What follows belongs to an exercise in optimizing a design on an open flow for small area and a short achievable clock period; a production flow would make more cautious choices. Function was not checked in any run shown here: the RTL went through the layout flow alone. Power is estimated from default activity; no workload was simulated.

**design/flow/run.sh**
```bash
#!/bin/bash
# synth_recipe.tcl (not shown) runs the flow's synth.tcl, then flattens the netlist and writes it again
# the make line also repeats each setting of config.mk as NAME=value (left out here)
make -C /OpenROAD-flow-scripts/flow DESIGN_CONFIG=/design/flow/config.mk WORK_HOME=/design/flow/orfs CLKGATE_MAP_FILE= SYNTH_SCRIPT=/design/flow/synth_recipe.tcl finish
```
**design/flow/constraint.sdc**
```tcl
create_clock -name core_clock -period 8.5 [get_ports {i_clk}]
set_input_delay 1.7000 -clock core_clock [delete_from_list [all_inputs] [get_ports {i_clk}]]
set_output_delay 1.7000 -clock core_clock [all_outputs]
set_load 0.01 [all_outputs]
```
**design/flow/config.mk**
```make
export PLATFORM = sky130hd
export DESIGN_NAME = osiris_id_ex
export DESIGN_NICKNAME = osiris_id_ex
export VERILOG_FILES = /design/flow/design.v
export SDC_FILE = /design/flow/constraint.sdc
export NUM_CORES = 4
export LEC_CHECK = 0
export CAP_MARGIN = 20
export CORE_MARGIN = 2
export CORE_UTILIZATION = 40
export SETUP_SLACK_MARGIN = 4.5
export SLEW_MARGIN = 20
```
**design/flow/design.v**
```verilog
package osiris_pkg;
    localparam int XLEN_DEF = 32;
    localparam logic [4:0] OPC_LOAD     = 5'b00000;
    localparam logic [4:0] OPC_MISC_MEM = 5'b00011;
    localparam logic [4:0] OPC_OP_IMM   = 5'b00100;
    localparam logic [4:0] OPC_AUIPC    = 5'b00101;
    localparam logic [4:0] OPC_STORE    = 5'b01000;
    localparam logic [4:0] OPC_OP       = 5'b01100;
    localparam logic [4:0] OPC_LUI      = 5'b01101;
    localparam logic [4:0] OPC_BRANCH   = 5'b11000;
    localparam logic [4:0] OPC_JALR     = 5'b11001;
    localparam logic [4:0] OPC_JAL      = 5'b11011;
endpackage
module if_id_reg #(
    parameter int CW = 17
) (
    input  logic          i_clk,
    input  logic          i_rst_n,
    input  logic          i_flush,
    input  logic          i_valid,
    input  logic [CW-1:0] i_ctrl,
    input  logic [31:7]   i_instr,
    input  logic [31:0]   i_pc,
    input  logic [31:0]   i_rs1,
    input  logic [31:0]   i_rs2,
    output logic          o_valid,
    output logic [CW-1:0] o_ctrl,
    output logic [31:7]   o_instr,
    output logic [31:0]   o_pc,
    output logic [31:0]   o_rs1,
    output logic [31:0]   o_rs2
);
    always_ff @(posedge i_clk or negedge i_rst_n) begin
        if (!i_rst_n) o_valid <= 1'b0;
        else          o_valid <= i_valid & ~i_flush;
    end
    always_ff @(posedge i_clk) begin
        o_ctrl  <= i_ctrl;
        o_instr <= i_instr;
        o_pc    <= i_pc;
        o_rs1   <= i_rs1;
        o_rs2   <= i_rs2;
    end
endmodule
module op_decoder (
    input  logic [4:0] i_op,
    input  logic [2:0] i_funct_3,
    input  logic       i_funct_7_5,
    output logic       o_a_pc,      
    output logic       o_a_rs1,     
    output logic       o_op,        
    output logic       o_imm_i,
    output logic       o_imm_s,
    output logic       o_imm_b,
    output logic       o_imm_u,
    output logic       o_imm_j,
    output logic       o_alu,       
    output logic       o_sub,
    output logic       o_jal,
    output logic       o_jalr,
    output logic       o_branch,
    output logic       o_reg_write,
    output logic       o_load,
    output logic       o_store,
    output logic       o_fence
);
    logic load, store, op_imm, op, lui, auipc, branch, jal, jalr, fence;
    assign load   = (i_op == osiris_pkg::OPC_LOAD);
    assign store  = (i_op == osiris_pkg::OPC_STORE);
    assign op_imm = (i_op == osiris_pkg::OPC_OP_IMM);
    assign op     = (i_op == osiris_pkg::OPC_OP);
    assign lui    = (i_op == osiris_pkg::OPC_LUI);
    assign auipc  = (i_op == osiris_pkg::OPC_AUIPC);
    assign branch = (i_op == osiris_pkg::OPC_BRANCH);
    assign jal    = (i_op == osiris_pkg::OPC_JAL);
    assign jalr   = (i_op == osiris_pkg::OPC_JALR);
    assign fence  = (i_op == osiris_pkg::OPC_MISC_MEM);
    assign o_a_pc      = auipc | jal | branch;
    assign o_a_rs1     = ~(auipc | jal | branch | lui);
    assign o_op        = op;
    assign o_imm_s     = store;
    assign o_imm_b     = branch;
    assign o_imm_u     = lui | auipc;
    assign o_imm_j     = jal;
    assign o_imm_i     = ~(store | branch | lui | auipc | jal);
    assign o_alu       = op | op_imm;
    assign o_sub       = (op & i_funct_7_5 & (i_funct_3 == 3'b000)) |
                         ((op | op_imm) & (i_funct_3[2:1] == 2'b01));
    assign o_jal       = jal;
    assign o_jalr      = jalr;
    assign o_branch    = branch;
    assign o_reg_write = load | op_imm | op | lui | auipc | jal | jalr;
    assign o_load      = load;
    assign o_store     = store;
    assign o_fence     = fence;
endmodule
module alu_decoder (
    input  logic       i_alu,
    input  logic [2:0] i_funct_3,
    output logic [2:0] o_fn
);
    assign o_fn = i_alu ? i_funct_3 : 3'b000;
endmodule
module control_unit (
    input  logic       i_go,
    input  logic       i_reg_write,
    input  logic       i_load,
    input  logic       i_store,
    input  logic       i_fence,
    input  logic       i_branch,
    input  logic       i_jal,
    input  logic       i_jalr,
    input  logic [2:0] i_funct_3,
    input  logic       i_eq,
    input  logic       i_lt,
    input  logic       i_ltu,
    output logic       o_reg_write,
    output logic       o_mem_write,
    output logic [1:0] o_result_src,
    output logic       o_fence,
    output logic       o_pc_src
);
    logic taken;
    assign taken = i_funct_3[2] ? ((i_funct_3[1] ? i_ltu : i_lt) ^ i_funct_3[0])
                                : (i_eq ^ (~i_funct_3[1] & i_funct_3[0]));
    assign o_reg_write  = i_go & i_reg_write;
    assign o_mem_write  = i_go & i_store;
    assign o_result_src = {i_go & (i_jal | i_jalr), i_go & i_load};
    assign o_fence      = i_go & i_fence;
    assign o_pc_src     = i_go & (i_jal | i_jalr | (i_branch & taken));
endmodule
module imm_extend (
    input  logic [31:7] i_instr,
    input  logic        i_imm_i,
    input  logic        i_imm_s,
    input  logic        i_imm_b,
    input  logic        i_imm_u,
    input  logic        i_imm_j,
    output logic [31:0] o_imm
);
    logic [31:0] imm_i, imm_s, imm_b, imm_u, imm_j;
    assign imm_i = {{20{i_instr[31]}}, i_instr[31:20]};
    assign imm_s = {{20{i_instr[31]}}, i_instr[31:25], i_instr[11:7]};
    assign imm_b = {{20{i_instr[31]}}, i_instr[7], i_instr[30:25], i_instr[11:8], 1'b0};
    assign imm_u = {i_instr[31:12], 12'b0};
    assign imm_j = {{12{i_instr[31]}}, i_instr[19:12], i_instr[20], i_instr[30:21], 1'b0};
    assign o_imm = ({32{i_imm_i}} & imm_i) | ({32{i_imm_s}} & imm_s) |
                   ({32{i_imm_b}} & imm_b) | ({32{i_imm_u}} & imm_u) |
                   ({32{i_imm_j}} & imm_j);
endmodule
module id_ex_reg (
    input  logic        i_clk,
    input  logic        i_valid,
    input  logic        i_reg_write,
    input  logic        i_mem_write,
    input  logic [1:0]  i_result_src,
    input  logic        i_fence,
    input  logic        i_pc_src,
    input  logic [31:0] i_result,
    input  logic [31:0] i_pc_plus4,
    input  logic [31:0] i_store_data,
    input  logic [4:0]  i_rd,
    output logic        o_valid,
    output logic        o_reg_write,
    output logic        o_mem_write,
    output logic [1:0]  o_result_src,
    output logic        o_fence,
    output logic        o_pc_src,
    output logic [31:0] o_result,
    output logic [31:0] o_pc_plus4,
    output logic [31:0] o_store_data,
    output logic [4:0]  o_rd
);
    always_ff @(posedge i_clk) begin
        o_valid      <= i_valid;
        o_reg_write  <= i_reg_write;
        o_mem_write  <= i_mem_write;
        o_result_src <= i_result_src;
        o_fence      <= i_fence;
        o_pc_src     <= i_pc_src;
        o_result     <= i_result;
        o_pc_plus4   <= i_pc_plus4;
        o_store_data <= i_store_data;
        o_rd         <= i_rd;
    end
endmodule
module ex_stage (
    input  logic [31:0] i_a,
    input  logic [31:0] i_b,
    input  logic [2:0]  i_fn,
    input  logic        i_sub,
    input  logic        i_sra,
    input  logic        i_clr0,
    input  logic [31:0] i_rs1,
    input  logic [31:0] i_rs2,
    input  logic [31:0] i_pc,
    output logic [31:0] o_result,
    output logic [31:0] o_pc_plus4,
    output logic        o_eq,
    output logic        o_lt,
    output logic        o_ltu
);
    logic [32:0] sum;
    logic        lt_s, lt_u;
    logic        sll;
    logic [31:0] sh_in, sh_out, sh_res;
    logic [32:0] sh_ext;
    logic [31:0] a_rev, sh_rev;
    for (genvar i = 0; i < 32; i++) begin : g_rev
        assign a_rev[i]  = i_a[31-i];
        assign sh_rev[i] = sh_out[31-i];
    end
    assign sum  = {1'b0, i_a} + {1'b0, i_b ^ {32{i_sub}}} + {32'd0, i_sub};
    assign lt_u = ~sum[32];
    assign lt_s = (i_a[31] ^ i_b[31]) ? i_a[31] : sum[31];
    assign sll    = ~i_fn[2];
    assign sh_in  = sll ? a_rev : i_a;
    assign sh_ext = $signed({i_sra & ~sll & i_a[31], sh_in}) >>> i_b[4:0];
    assign sh_out = sh_ext[31:0];
    assign sh_res = sll ? sh_rev : sh_out;
    always_comb begin
        case (i_fn)
            3'b000:  o_result = {sum[31:1], sum[0] & ~i_clr0};
            3'b010:  o_result = {31'd0, lt_s};
            3'b011:  o_result = {31'd0, lt_u};
            3'b100:  o_result = i_a ^ i_b;
            3'b110:  o_result = i_a | i_b;
            3'b111:  o_result = i_a & i_b;
            default: o_result = sh_res;
        endcase
    end
    logic [30:0] e, l;
    logic        lo_lt, lo_eq, top_eq;
    assign e = ~(i_rs1[30:0] ^ i_rs2[30:0]);
    assign l = ~i_rs1[30:0] & i_rs2[30:0];
    always_comb begin
        lo_lt = 1'b0;
        lo_eq = 1'b1;
        for (int i = 0; i < 31; i++) begin
            lo_lt = l[i] | (e[i] & lo_lt);
            lo_eq = lo_eq & e[i];
        end
    end
    assign top_eq = ~(i_rs1[31] ^ i_rs2[31]);
    assign o_eq   = top_eq & lo_eq;
    assign o_ltu  = (~i_rs1[31] & i_rs2[31]) | (top_eq & lo_lt);
    assign o_lt   = (i_rs1[31] & ~i_rs2[31]) | (top_eq & lo_lt);
    logic [31:2] inc_c;
    assign inc_c[2] = 1'b1;
    for (genvar i = 3; i < 32; i++) begin : g_inc
        assign inc_c[i] = &i_pc[i-1:2];
    end
    assign o_pc_plus4 = {i_pc[31:2] ^ inc_c, i_pc[1:0]};
endmodule
module osiris_id_ex #(
    parameter int XLEN = osiris_pkg::XLEN_DEF
) (
    input  logic            i_clk,
    input  logic            i_rst_n,
    input  logic            i_valid,
    input  logic [31:0]     i_instr,
    input  logic [XLEN-1:0] i_pc,
    input  logic [XLEN-1:0] i_rs1_data,
    input  logic [XLEN-1:0] i_rs2_data,
    output logic            o_ex_valid,
    output logic [XLEN-1:0] o_ex_alu_result,
    output logic [XLEN-1:0] o_ex_pc_plus4,
    output logic [XLEN-1:0] o_ex_store_data,
    output logic [4:0]      o_ex_rd,
    output logic            o_ex_reg_write,
    output logic            o_ex_mem_write,
    output logic [1:0]      o_ex_result_src,
    output logic            o_ex_fence,
    output logic            o_pc_src,
    output logic [XLEN-1:0] o_pc_target
);
    localparam int CW = 17;
    logic [CW-1:0] ctrl_if, ctrl_id;
    op_decoder u_op_decoder (
        .i_op        (i_instr[6:2]),
        .i_funct_3   (i_instr[14:12]),
        .i_funct_7_5 (i_instr[30]),
        .o_a_pc      (ctrl_if[0]),
        .o_a_rs1     (ctrl_if[1]),
        .o_op        (ctrl_if[2]),
        .o_imm_i     (ctrl_if[3]),
        .o_imm_s     (ctrl_if[4]),
        .o_imm_b     (ctrl_if[5]),
        .o_imm_u     (ctrl_if[6]),
        .o_imm_j     (ctrl_if[7]),
        .o_alu       (ctrl_if[8]),
        .o_sub       (ctrl_if[9]),
        .o_jal       (ctrl_if[10]),
        .o_jalr      (ctrl_if[11]),
        .o_branch    (ctrl_if[12]),
        .o_reg_write (ctrl_if[13]),
        .o_load      (ctrl_if[14]),
        .o_store     (ctrl_if[15]),
        .o_fence     (ctrl_if[16])
    );
    logic        v_id;
    logic [31:7] instr_id;
    logic [31:0] pc_id, rs1_id, rs2_id;
    logic        pc_src_ex;
    if_id_reg #(.CW(CW)) u_if_id_reg (
        .i_clk   (i_clk),
        .i_rst_n (i_rst_n),
        .i_flush (pc_src_ex),
        .i_valid (i_valid),
        .i_ctrl  (ctrl_if),
        .i_instr (i_instr[31:7]),
        .i_pc    (i_pc),
        .i_rs1   (i_rs1_data),
        .i_rs2   (i_rs2_data),
        .o_valid (v_id),
        .o_ctrl  (ctrl_id),
        .o_instr (instr_id),
        .o_pc    (pc_id),
        .o_rs1   (rs1_id),
        .o_rs2   (rs2_id)
    );
    logic [31:0] imm;
    imm_extend u_imm_extend (
        .i_instr (instr_id),
        .i_imm_i (ctrl_id[3]),
        .i_imm_s (ctrl_id[4]),
        .i_imm_b (ctrl_id[5]),
        .i_imm_u (ctrl_id[6]),
        .i_imm_j (ctrl_id[7]),
        .o_imm   (imm)
    );
    logic [2:0] fn;
    alu_decoder u_alu_decoder (
        .i_alu     (ctrl_id[8]),
        .i_funct_3 (instr_id[14:12]),
        .o_fn      (fn)
    );
    logic [31:0] src_a, src_b;
    assign src_a = ({32{ctrl_id[0]}} & pc_id) | ({32{ctrl_id[1]}} & rs1_id);
    assign src_b = ctrl_id[2] ? rs2_id : imm;
    logic [31:0] result, pc_plus4;
    logic        eq, lt, ltu;
    ex_stage u_ex_stage (
        .i_a        (src_a),
        .i_b        (src_b),
        .i_fn       (fn),
        .i_sub      (ctrl_id[9]),
        .i_sra      (instr_id[30]),
        .i_clr0     (ctrl_id[11]),
        .i_rs1      (rs1_id),
        .i_rs2      (rs2_id),
        .i_pc       (pc_id),
        .o_result   (result),
        .o_pc_plus4 (pc_plus4),
        .o_eq       (eq),
        .o_lt       (lt),
        .o_ltu      (ltu)
    );
    logic       go;
    logic       reg_write, mem_write, fence, pc_src;
    logic [1:0] result_src;
    assign go = v_id & ~pc_src_ex;
    control_unit u_control_unit (
        .i_go         (go),
        .i_reg_write  (ctrl_id[13]),
        .i_load       (ctrl_id[14]),
        .i_store      (ctrl_id[15]),
        .i_fence      (ctrl_id[16]),
        .i_branch     (ctrl_id[12]),
        .i_jal        (ctrl_id[10]),
        .i_jalr       (ctrl_id[11]),
        .i_funct_3    (instr_id[14:12]),
        .i_eq         (eq),
        .i_lt         (lt),
        .i_ltu        (ltu),
        .o_reg_write  (reg_write),
        .o_mem_write  (mem_write),
        .o_result_src (result_src),
        .o_fence      (fence),
        .o_pc_src     (pc_src)
    );
    logic [31:0] result_ex;
    id_ex_reg u_id_ex_reg (
        .i_clk        (i_clk),
        .i_valid      (go),
        .i_reg_write  (reg_write),
        .i_mem_write  (mem_write),
        .i_result_src (result_src),
        .i_fence      (fence),
        .i_pc_src     (pc_src),
        .i_result     (result),
        .i_pc_plus4   (pc_plus4),
        .i_store_data (rs2_id),
        .i_rd         (instr_id[11:7]),
        .o_valid      (o_ex_valid),
        .o_reg_write  (o_ex_reg_write),
        .o_mem_write  (o_ex_mem_write),
        .o_result_src (o_ex_result_src),
        .o_fence      (o_ex_fence),
        .o_pc_src     (pc_src_ex),
        .o_result     (result_ex),
        .o_pc_plus4   (o_ex_pc_plus4),
        .o_store_data (o_ex_store_data),
        .o_rd         (o_ex_rd)
    );
    assign o_pc_src        = pc_src_ex;
    assign o_ex_alu_result = result_ex;
    assign o_pc_target     = result_ex;
endmodule
```
==> run notes, run 1 <==
The critical path contains buffers and inverters numbering 2 combined. The post-synth design cell area came out at 13730 sq um. The clock insertion delay at the later pin of the skew report came out at 0.57 ns. The post-route netlist has 9.197% of its cells at a drive strength greater than 1. The via density per instance came out at 5.617. Yosys instantiated no cell more often than sky130_fd_sc_hd__dfxtp_1.

After detailed routing, the met3 layer carries 3765 um of wire. For this design, the slowest cell found on the critical path is sky130_fd_sc_hd__dfxtp_2. For this run, the share of the core covered by cells in the final layout is 52.93%. In this run the worst setup path terminates at u_id_ex_reg.o_result[0]. The highest cell delay on the worst timing path is 0.44 ns. The element type at the critical path end is a flip-flop. STA classifies the critical path startpoint as a flip-flop.

The die boundary height is 189.3 um. Among all flip-flop cells after synthesis, the most frequent one is sky130_fd_sc_hd__dfxtp_1. The cell leakage power is 7.855 nW. TritonCTS built the clock tree. The launching point of the worst reg2reg path is u_if_id_reg.o_ctrl[10]. The number of nets in the final layout came out at 1963. The post-route clock period utilization came out at 45.71%. The max-capacitance violation count is 0. 271 I/O pins were placed. The synthesized flop and latch total is 244. After detailed routing, the number of remaining DRC violations is 0. For the pin with the worst max-slew slack, the measured transition is 1.070 ns. The clock skew after layout came out at 0.02758 ns. The share of synthesized flip-flops with an asynchronous set or reset is 0.4098%. The register area share after synthesis is 35.60%. The count of warnings emitted by yosys came out at 3. The number of flops mapped to enable cells by yosys came out at 0. The worst relative slew slack came out at 28.67%.

The worst register-to-register path ends at u_id_ex_reg.o_result[0]. The post-synthesis area per instance is 9.293 sq um. Buffers inserted during clock tree synthesis total 26.

The detailed router placed 12170 vias in this run. The highest routed metal layer is met4. The overall track demand over capacity in global routing is 26.30%.

The detailed-router iteration count before antenna repair is 5. The count of nets left with antenna violations after detail routing came out at 0. The estimated wirelength of the detail-placed design came out at 37740 um. The required time of the worst setup path came out at 8.94 ns. The sum of met2 wire segment lengths after detailed routing came out at 21920 um.

The cell count along the critical path is 15. Summing internal, switching and leakage power gives 0.003693 W. CTS built an H-tree with a depth of 1. The die area came out at 35830 sq um. The flow ran to the end and the layout has no timing, DRC or antenna violations. Synthesis handed over a netlist of 1478 instances. The area growth from synthesis to layout is 29.87%. At the end of routability-driven placement, the weighted congestion stood at 0.9610.

The initialized floorplan defines 67 standard-cell rows. The number of port buffers came out at 268. The path class of the tightest hold or removal check is flip-flop to flip-flop. The number of antenna violations at the first check in global routing is 1. Tracing the worst setup path back leads to its startpoint at u_if_id_reg.o_ctrl[10].

Of the post-synthesis cell area, the dominant cell type holds 35.42%. The cell area power density is 207.1 nW/um^2. The kind of cell with the highest combined delay along the critical path is compound AO/OA/AOI/OAI gates. The synthesized design spends more area on one cell type than any other, namely sky130_fd_sc_hd__dfxtp_1. The number of slew-limit violations in the final report came to 0. The synthesized netlist contains 78 unique library cells.

The top achievable clock speed came out at 0.2574 GHz. The clock period minus worst slack is 3.885 ns. Setup violations remaining at the end of the flow were counted as 0.

The floorplan step defined a core boundary enclosing 33700 sq um. Adding up every negative setup slack in the final design gives 0 ns. Setup repair after global routing could not meet its margin everywhere.

The starting density of the core came out at 40.76%. The via count of the first global-routing pass is 11650. The worst hold path begins at u_if_id_reg.o_instr[11].

The CTS sink count is 244. The maximum number of pins on one net before global-route repair came out at 38. The sum of routed wire length over all layers came out at 48310 um.

Ranked by instance count, the synthesized netlist is headed by sky130_fd_sc_hd__dfxtp_1, sky130_fd_sc_hd__ha_1, sky130_fd_sc_hd__inv_1, sky130_fd_sc_hd__mux2i_1, sky130_fd_sc_hd__nand2_1. The first-pass GRT wire length came out at 71780 um. The deepest clock path buffer count is 3.

The total nets after synthesis is 1743. The arrival time of the worst setup path came out at 4.32 ns. The depth of the worst register-to-register path came out at 15. The final hold violation count is 0. The total inserted antenna cells came out at 0. The chip width is 189.3 um. In the final routed layout, each cell accounts on average for 22.30 um. The maximum fanout count along the critical path came out at 27. By area the synthesized netlist is led by sky130_fd_sc_hd__dfxtp_1, sky130_fd_sc_hd__ha_1, sky130_fd_sc_hd__mux2i_1. The worst voltage drop across the vdd grid came out at 0.0001474 V. The startpoint-to-endpoint class of the critical path is flip-flop to flip-flop. The total global routing overflow came out at 0.

The number of DRC violations after detailed-routing iteration 0 is 982. The sum of routed wire segments on met1 is 21400 um. The register clock-pin slew on the reported worst setup and hold paths is 0.06 ns. The signal on the critical path passes through o21ai_0 -> a21oi_1 -> a21o_1 -> buf_8 -> inv_4 -> xnor2_1 -> ha_1 -> and4_1 -> nor4b_4 -> or2_2 -> a211o_2 -> a21oi_4 -> o311ai_1 -> a2111oi_2 -> a32oi_1. The worst setup slack for register-to-register paths is 4.61 ns. Clock tree synthesis selected as its root buffer the cell sky130_fd_sc_hd__clkbuf_16.
[worst min-delay path by stage]
stage	to	depth (start not counted)	slack [ns]
after global routing	u_id_ex_reg.o_rd[4]	0	0.38
after global placement	u_id_ex_reg.o_rd[4]	0	0.38
final	u_id_ex_reg.o_rd[4]	0	0.38
after floorplan	u_id_ex_reg.o_rd[1]	0	0.32
after CTS	u_id_ex_reg.o_rd[4]	0	0.38
after detailed placement	u_id_ex_reg.o_rd[4]	0	0.37
[cell usage in the layout, fill, tap and decap left out, types with 11 or more instances in the layout]
cell,n
sky130_fd_sc_hd__a21o_1,27
sky130_fd_sc_hd__clkbuf_16,26
sky130_fd_sc_hd__a211oi_1,17
sky130_fd_sc_hd__a22o_1,12
sky130_fd_sc_hd__o21a_1,15
sky130_fd_sc_hd__nor3_1,15
sky130_fd_sc_hd__a2bb2oi_1,15
sky130_fd_sc_hd__a22oi_1,26
sky130_fd_sc_hd__nand3_1,19
sky130_fd_sc_hd__ha_1,128
sky130_fd_sc_hd__inv_1,104
sky130_fd_sc_hd__and3_1,13
sky130_fd_sc_hd__clkdlybuf4s50_1,268
sky130_fd_sc_hd__buf_4,29
sky130_fd_sc_hd__mux2i_1,99
sky130_fd_sc_hd__a21oi_1,72
sky130_fd_sc_hd__xnor2_1,40
sky130_fd_sc_hd__mux2_2,16
sky130_fd_sc_hd__dfxtp_1,234
sky130_fd_sc_hd__o21ai_0,64
sky130_fd_sc_hd__a221oi_1,35
sky130_fd_sc_hd__nor2_1,66
sky130_fd_sc_hd__xor2_1,42
sky130_fd_sc_hd__nand4_1,11
sky130_fd_sc_hd__nor2b_1,11
sky130_fd_sc_hd__o211ai_1,22
sky130_fd_sc_hd__and2_1,12
sky130_fd_sc_hd__nand2_1,88
[where the power goes]
part           total (W)  internal, W  switching, W
Combinational    0.00120     0.000584      0.000619
Sequential       0.00133      0.00126     0.0000747
Clock            0.00116     0.000677      0.000484
Total            0.00369      0.00252       0.00118
[registers in the layout (all words and copies together), names as in the netlist]
| signal | count |
|---|---|
| u_id_ex_reg.o_fence | 1 |
| u_if_id_reg.o_ctrl | 14 |
| u_id_ex_reg.o_mem_write | 1 |
| u_id_ex_reg.o_pc_plus4 | 32 |
| u_id_ex_reg.o_result | 32 |
| u_id_ex_reg.o_rd | 5 |
| u_if_id_reg.o_rs2 | 32 |
| u_if_id_reg.o_valid | 1 |
| u_id_ex_reg.o_result_src | 2 |
| u_if_id_reg.o_rs1 | 32 |
| u_id_ex_reg.o_pc_src | 1 |
| u_if_id_reg.o_pc | 32 |
| u_if_id_reg.o_instr | 25 |
| u_id_ex_reg.o_valid | 1 |
| u_id_ex_reg.o_store_data | 32 |
| u_id_ex_reg.o_reg_write | 1 |
[metal layers]
metal	global-route usage (%)	up-vias
li1	-	5759
met1	35.49	5833
met2	42.46	516
met3	5.653	58
met4	7.126	0
met5	0	-
[what timing repair did]
| item | 4_1_cts | 5_1_grt |
|---|---|---|
| endpoints found under the setup margin | 32 | 14 |
| hold buffers | 0 | 0 |
| buffers inserted | 8 | 11 |
| cloned | 1 | 1 |
| gates resized for setup | 35 | 28 |
| pin swaps | 8 | 13 |
[layout make-up]
type	instances	area, sq um
inverter	108	429.2
multi-input combinational	1016	8080
timing repair buffer	300	2947
timing repair inverter	2	13.76
tap	448	560.5
fill	3093	15860
clock inverter	14	172.7
clock buffer	34	730.7
sequential	244	4903
[worst register-to-register path, cell delays in order, from the launching register on]
cell                        delay [ns]
sky130_fd_sc_hd__dfxtp_2          0.44
sky130_fd_sc_hd__o21ai_0          0.10
sky130_fd_sc_hd__a21oi_1          0.15
sky130_fd_sc_hd__a21o_1           0.14
sky130_fd_sc_hd__buf_8            0.22
sky130_fd_sc_hd__inv_4            0.17
sky130_fd_sc_hd__xnor2_1          0.17
sky130_fd_sc_hd__ha_1             0.38
sky130_fd_sc_hd__and4_1           0.28
sky130_fd_sc_hd__nor4b_4          0.08
sky130_fd_sc_hd__or2_2            0.34
sky130_fd_sc_hd__a211o_2          0.40
sky130_fd_sc_hd__a21oi_4          0.20
sky130_fd_sc_hd__o311ai_1         0.16
sky130_fd_sc_hd__a2111oi_2        0.38
sky130_fd_sc_hd__a32oi_1          0.14
[stage by stage]
| step | cell area (sq um) | instances | hold WS [ns] | worst slack [ns] |
|---|---|---|---|---|
| after floorplan | 13730 | 1478 | 0.3249 | 4.518 |
| after global placement | 16490 | 2097 | 0.3751 | 3.077 |
| after detailed placement | 16490 | 2097 | 0.3740 | 3.060 |
| after CTS | 17580 | 2154 | 0.3823 | 4.504 |
| after global routing | 17840 | 2166 | 0.3787 | 4.417 |
| final | 17840 | 2166 | 0.3773 | 4.615 |
[cells by family after synthesis]
kind of cell    synth area share, %
xor+xnor                      5.357
simple gates                  9.702
compound gates                20.45
fa+ha+maj                     12.26
flops                         35.60
buf+inv                       7.525
mux                           9.101
==> run 2, diff against run 1 <==
--- a/design/flow/config.mk
+++ b/design/flow/config.mk
@@ -8,5 +8,5 @@
 export CAP_MARGIN = 20
 export CORE_MARGIN = 2
 export CORE_UTILIZATION = 40
-export SETUP_SLACK_MARGIN = 4.5
+export SETUP_SLACK_MARGIN = 3.5
 export SLEW_MARGIN = 20
==> run notes, run 2 <==
The final count of negative-setup-slack endpoints came to 0 (unchanged). The standard cell with the maximum stage delay on the critical path is sky130_fd_sc_hd__a22oi_1. The total internal power came out at 0.002487 W (-1.2%). The worst voltage drop across the vdd grid came out at 0.0001474 V (about the same). The total inserted antenna cells came out at 0 (unchanged). The actual slew at the worst max-slew pin was 1.004 ns (-0.06594 ns). The maximum fanout count along the critical path is 33 (+22%). The die area is 35830 sq um (unchanged).

The clock share of power came to 31.8% (+0.4 points). The number of buffers inserted by hold repair at cts was 0 (unchanged). The max-capacitance violation count is 0 (unchanged).

The worst setup path is captured at a flip-flop. The flow ran to the end and the layout has no timing, DRC or antenna violations. The filler-free cell count of the finished design is 2149 (-0.78%). The cell accounting for the most synthesized area is sky130_fd_sc_hd__dfxtp_1.

The category of cells accounting for the largest share of critical-path delay is compound AO/OA/AOI/OAI gates. The final hold violation count is 0 (unchanged). The register clock-pin slew on the reported worst setup and hold paths came to 0.06 ns (about the same). The commonest cells after synthesis are sky130_fd_sc_hd__dfxtp_1, sky130_fd_sc_hd__ha_1, sky130_fd_sc_hd__inv_1, sky130_fd_sc_hd__mux2i_1, sky130_fd_sc_hd__nand2_1. The filler cell count in the final layout came to 3130 (+1.2%). The number of DRC violations after detailed-routing iteration 0 came out at 919 (-6.4%). The cell area power density came out at 209.0 nW/um^2 (+0.95%).

The core outline area is 33700 sq um (unchanged). The standard cell area after detailed placement is 16490 sq um (unchanged). The maximum number of pins on one net before global-route repair came to 38 (unchanged). The first-pass GRT wire length came out at 71500 um (-0.39%). The synthesized flop and latch total is 244 (unchanged). The cell at the root of the clock tree is sky130_fd_sc_hd__clkbuf_16. The CTS sink count came out at 244 (unchanged). STA classifies the critical path startpoint as a flip-flop. The number of design rule violations left after detail routing is 0 (unchanged). The via count of the first global-routing pass came out at 11560 (-0.77%). The combinational group share of total power came out at 31.7% (-0.9 points). The deepest clock path buffer count came out at 3 (unchanged).

The number of antenna violations at the first check in global routing is 1 (unchanged). In this run the worst hold path is classified as flip-flop to flip-flop. The post-synthesis area per instance came to 9.293 sq um (unchanged).

The average wire length per cell after detail routing is 22.18 um (-0.53%). The clock insertion delay at the later pin of the skew report came to 0.57 ns (about the same). The number of port buffers came to 268 (unchanged).

The register area share after synthesis came to 35.60% (unchanged). The share of cells above drive strength 1 came to 6.055% (-3.1 points). The power after layout is 0.003645 W (-1.3%).

Setup repair after global routing left no endpoint under its margin. The count of nets left with antenna violations after detail routing is 0 (unchanged). The highest cell delay on the worst timing path is 0.81 ns (+0.37 ns).

The arrival time of the worst setup path came out at 5.22 ns (+0.90 ns). The number of instances in the placed design came out at 2097 (unchanged). The share of synthesized flip-flops with an asynchronous set or reset came to 0.4098% (unchanged). The switching share of total power is 31.76% (-0.12 points). The reported net switching power was 0.001158 W (-1.7%). The global placement routability congestion is 0.9610 (unchanged). The number of slew-limit violations in the final report came to 0 (unchanged). The number of flops mapped to enable cells by yosys came out at 0 (unchanged). The worst relative slew slack is 33.06% (+4.4 points). The estimated wirelength of the detail-placed design was 37740 um (unchanged). The post-synth design cell area was 13730 sq um (unchanged). The number of cells produced by synthesis is 1478 (unchanged).

The sequential share of power is 36.5% (+0.5 points). The post-route standard cell area excluding fillers came out at 17440 sq um (-2.2%). The dominant cell by count in the synthesized netlist is sky130_fd_sc_hd__dfxtp_1. The number of nets in the final layout came out at 1946 (-0.87%). The required time of the worst setup path came to 8.99 ns (+0.05 ns).

The via density per instance was 5.590 (-0.48%). Walking the worst path, the cells encountered are buf_4 -> a22oi_1 -> nand3_1 -> o21a_1 -> fa_1 -> a21o_1 -> and4_1 -> nor4b_1 -> or2_2 -> a211o_1 -> a21oi_1 -> o311ai_0 -> a2111oi_0 -> a32oi_1. The total number of placement rows came to 67 (unchanged).

The deepest level of the CTS H-tree is 1 (unchanged). The number of vias in the routed layout is 12010 (-1.3%). The worst setup path is of the flip-flop to flip-flop kind. The clock skew after layout came out at 0.02427 ns (-0.003314 ns). The number of CTS-inserted buffers came out at 26 (unchanged). The top-area cell type share of the netlist area came out at 35.42% (unchanged).

The starting density of the core came out at 40.76% (unchanged). The top achievable clock speed came out at 0.2112 GHz (-18%). The count of warnings emitted by yosys came out at 3 (unchanged). The chip width was 189.3 um (unchanged). The overall track demand over capacity in global routing is 26.19% (-0.11 points). Leaving out fill and tap cells, the most frequent cell in the layout is sky130_fd_sc_hd__clkdlybuf4s50_1.

TritonCTS built the clock tree. The total nets after synthesis is 1743 (unchanged). The most used flip-flop cell after synthesis is sky130_fd_sc_hd__dfxtp_1. The detailed-router iteration count before antenna repair is 7 (+2). The number of I/O pins came to 271 (unchanged).

Sorting the synthesized cells by area gives the leading types as sky130_fd_sc_hd__dfxtp_1, sky130_fd_sc_hd__ha_1, sky130_fd_sc_hd__mux2i_1. The worst path buffer plus inverter count came to 1 (-1). The final total negative setup slack is 0 ns (unchanged).

The cell leakage power came out at 7.724 nW (-1.7%). The clock period minus worst slack came out at 4.734 ns (+0.8487 ns). The die boundary height is 189.3 um (unchanged). The distinct cell type count after synthesis came out at 78 (unchanged). The total global routing overflow came to 0 (unchanged).

The sum of routed wire length over all layers is 47670 um (-1.3%). The top cell types in the final layout, fill and taps aside, are sky130_fd_sc_hd__clkdlybuf4s50_1, sky130_fd_sc_hd__dfxtp_1, sky130_fd_sc_hd__ha_1, sky130_fd_sc_hd__inv_1, sky130_fd_sc_hd__mux2i_1. The post-route clock period utilization is 55.69% (+10 points).

The area added between synthesis and finish is 26.96%. The tightest hold margin is 0.3791 ns (+0.001842 ns).
## run 2: cell counts after synthesis
No cell type changed its count.
## run 2: power by group through the flow
stage	Clock [W]	Combinational, W	Sequential, W
after CTS	0.00119	0.00114	0.00133
after global routing	0.00123	0.00124	0.00134
after floorplan	0	0.000658	0.00137
after detailed placement	0	0.00114	0.00136
final	0.00116	0.00116	0.00133
after global placement	0	0.00113	0.00136
## run 2: kinds of logic after synthesis
kind of cell / count (synthesis) / share of synthesized area, %
DFF: 244 / 35.60
and+or+nand+nor: 276 / 9.702
xor gates and xnor gates: 84 / 5.357
buffers and inverters: 218 / 7.525
AOI/OAI and AO/OA: 403 / 20.45
muxes: 119 / 9.101
adders and majority gates: 134 / 12.26
## run 2: path summary, 6_finish.rpt
path	start	end	slack (ns)	depth (start not counted)
min in group asynchronous	i_rst_n	u_if_id_reg.o_valid	1.27	1
hold / removal	u_if_id_reg.o_instr[11]	u_id_ex_reg.o_rd[4]	0.38	0
max in group asynchronous	i_rst_n	u_if_id_reg.o_valid	7.13	1
hold reg to reg	u_if_id_reg.o_instr[11]	u_id_ex_reg.o_rd[4]	0.38	0
setup / recovery	u_if_id_reg.o_ctrl[1]	u_id_ex_reg.o_result[0]	3.77	14
setup reg to reg	u_if_id_reg.o_ctrl[1]	u_id_ex_reg.o_result[0]	3.77	14
## run 2: layout make-up
| type | count | area (sq um) | share of cell area (%) |
|---|---|---|---|
| repair buffers | 284 | 2803 | 16.07 |
| inverters | 108 | 416.7 | 2.390 |
| clock buffers | 34 | 730.7 | 4.191 |
| well taps | 448 | 560.5 | 3.215 |
| flip-flops and latches | 244 | 4892 | 28.06 |
| multi-input cells | 1016 | 7856 | 45.06 |
| repair inverters | 1 | 5.005 | 0.02870 |
| clock inverters | 14 | 172.7 | 0.9902 |
## run 2: metal layers
metal / part of all wire, % / routed length, um / vias up / global-route usage (%)
met5: 0 / 0 / - / 0
met4: 2.5 / 1173 / 0 / 6.947
met3: 7.4 / 3535 / 55 / 5.301
met2: 45 / 21520 / 506 / 42.22
met1: 45 / 21450 / 5735 / 35.66
li1: - / - / 5716 / -
## run 2: stage by stage
step                utilization [%]  setup WS [ns]
global placement              48.93          3.077
CTS                           51.69          3.643
floorplan                         -          4.518
detailed placement            48.93          3.060
global route                  51.74          3.610
finish                        51.74          3.766
## run 2: repair_timing
action,CTS,global route
gates resized for setup,3,1
pin swaps,1,1
cloned,1,0
setup buffers,1,2
endpoints found under the setup margin,13,6
## run 2: worst reg2reg max path, stage by stage, from the launching register on
cell,delay [ns]
sky130_fd_sc_hd__dfxtp_1,0.30
sky130_fd_sc_hd__buf_4,0.24
sky130_fd_sc_hd__a22oi_1,0.82
sky130_fd_sc_hd__nand3_1,0.21
sky130_fd_sc_hd__o21a_1,0.18
sky130_fd_sc_hd__fa_1,0.46
sky130_fd_sc_hd__a21o_1,0.20
sky130_fd_sc_hd__and4_1,0.22
sky130_fd_sc_hd__nor4b_1,0.54
sky130_fd_sc_hd__or2_2,0.25
sky130_fd_sc_hd__a211o_1,0.29
sky130_fd_sc_hd__a21oi_1,0.19
sky130_fd_sc_hd__o311ai_0,0.40
sky130_fd_sc_hd__a2111oi_0,0.18
sky130_fd_sc_hd__a32oi_1,0.19

static timing again, ports no longer ideal:
The flow's constraints put no driver on any port. The routed layouts listed below were extracted and timed again, unchanged, in two steps.
Step 1 (the two cells are an assumption about what drives the block):
set clk [get_ports {i_clk}]
set_driving_cell -lib_cell sky130_fd_sc_hd__clkbuf_16 $clk
set_driving_cell -lib_cell sky130_fd_sc_hd__buf_2 [delete_from_list [all_inputs] $clk]
Step 2 also shifts input and output timing later by t, the mid clock arrival at the registers, as if the neighbouring blocks saw the same clock.
a / b / c = no drivers / after step 1 / after step 2; a / b = the first two.
run | t (ns) | slack for setup (ns) | worst hold slack (ns)
run 1 | 0.613 | 4.615 / 4.615 / 4.615 | 0.377 / 0.377 / 0.377
run 2 | 0.611 | 3.766 / 3.766 / 3.766 | 0.379 / 0.379 / 0.379
After both steps setup and hold are still met in every run listed.
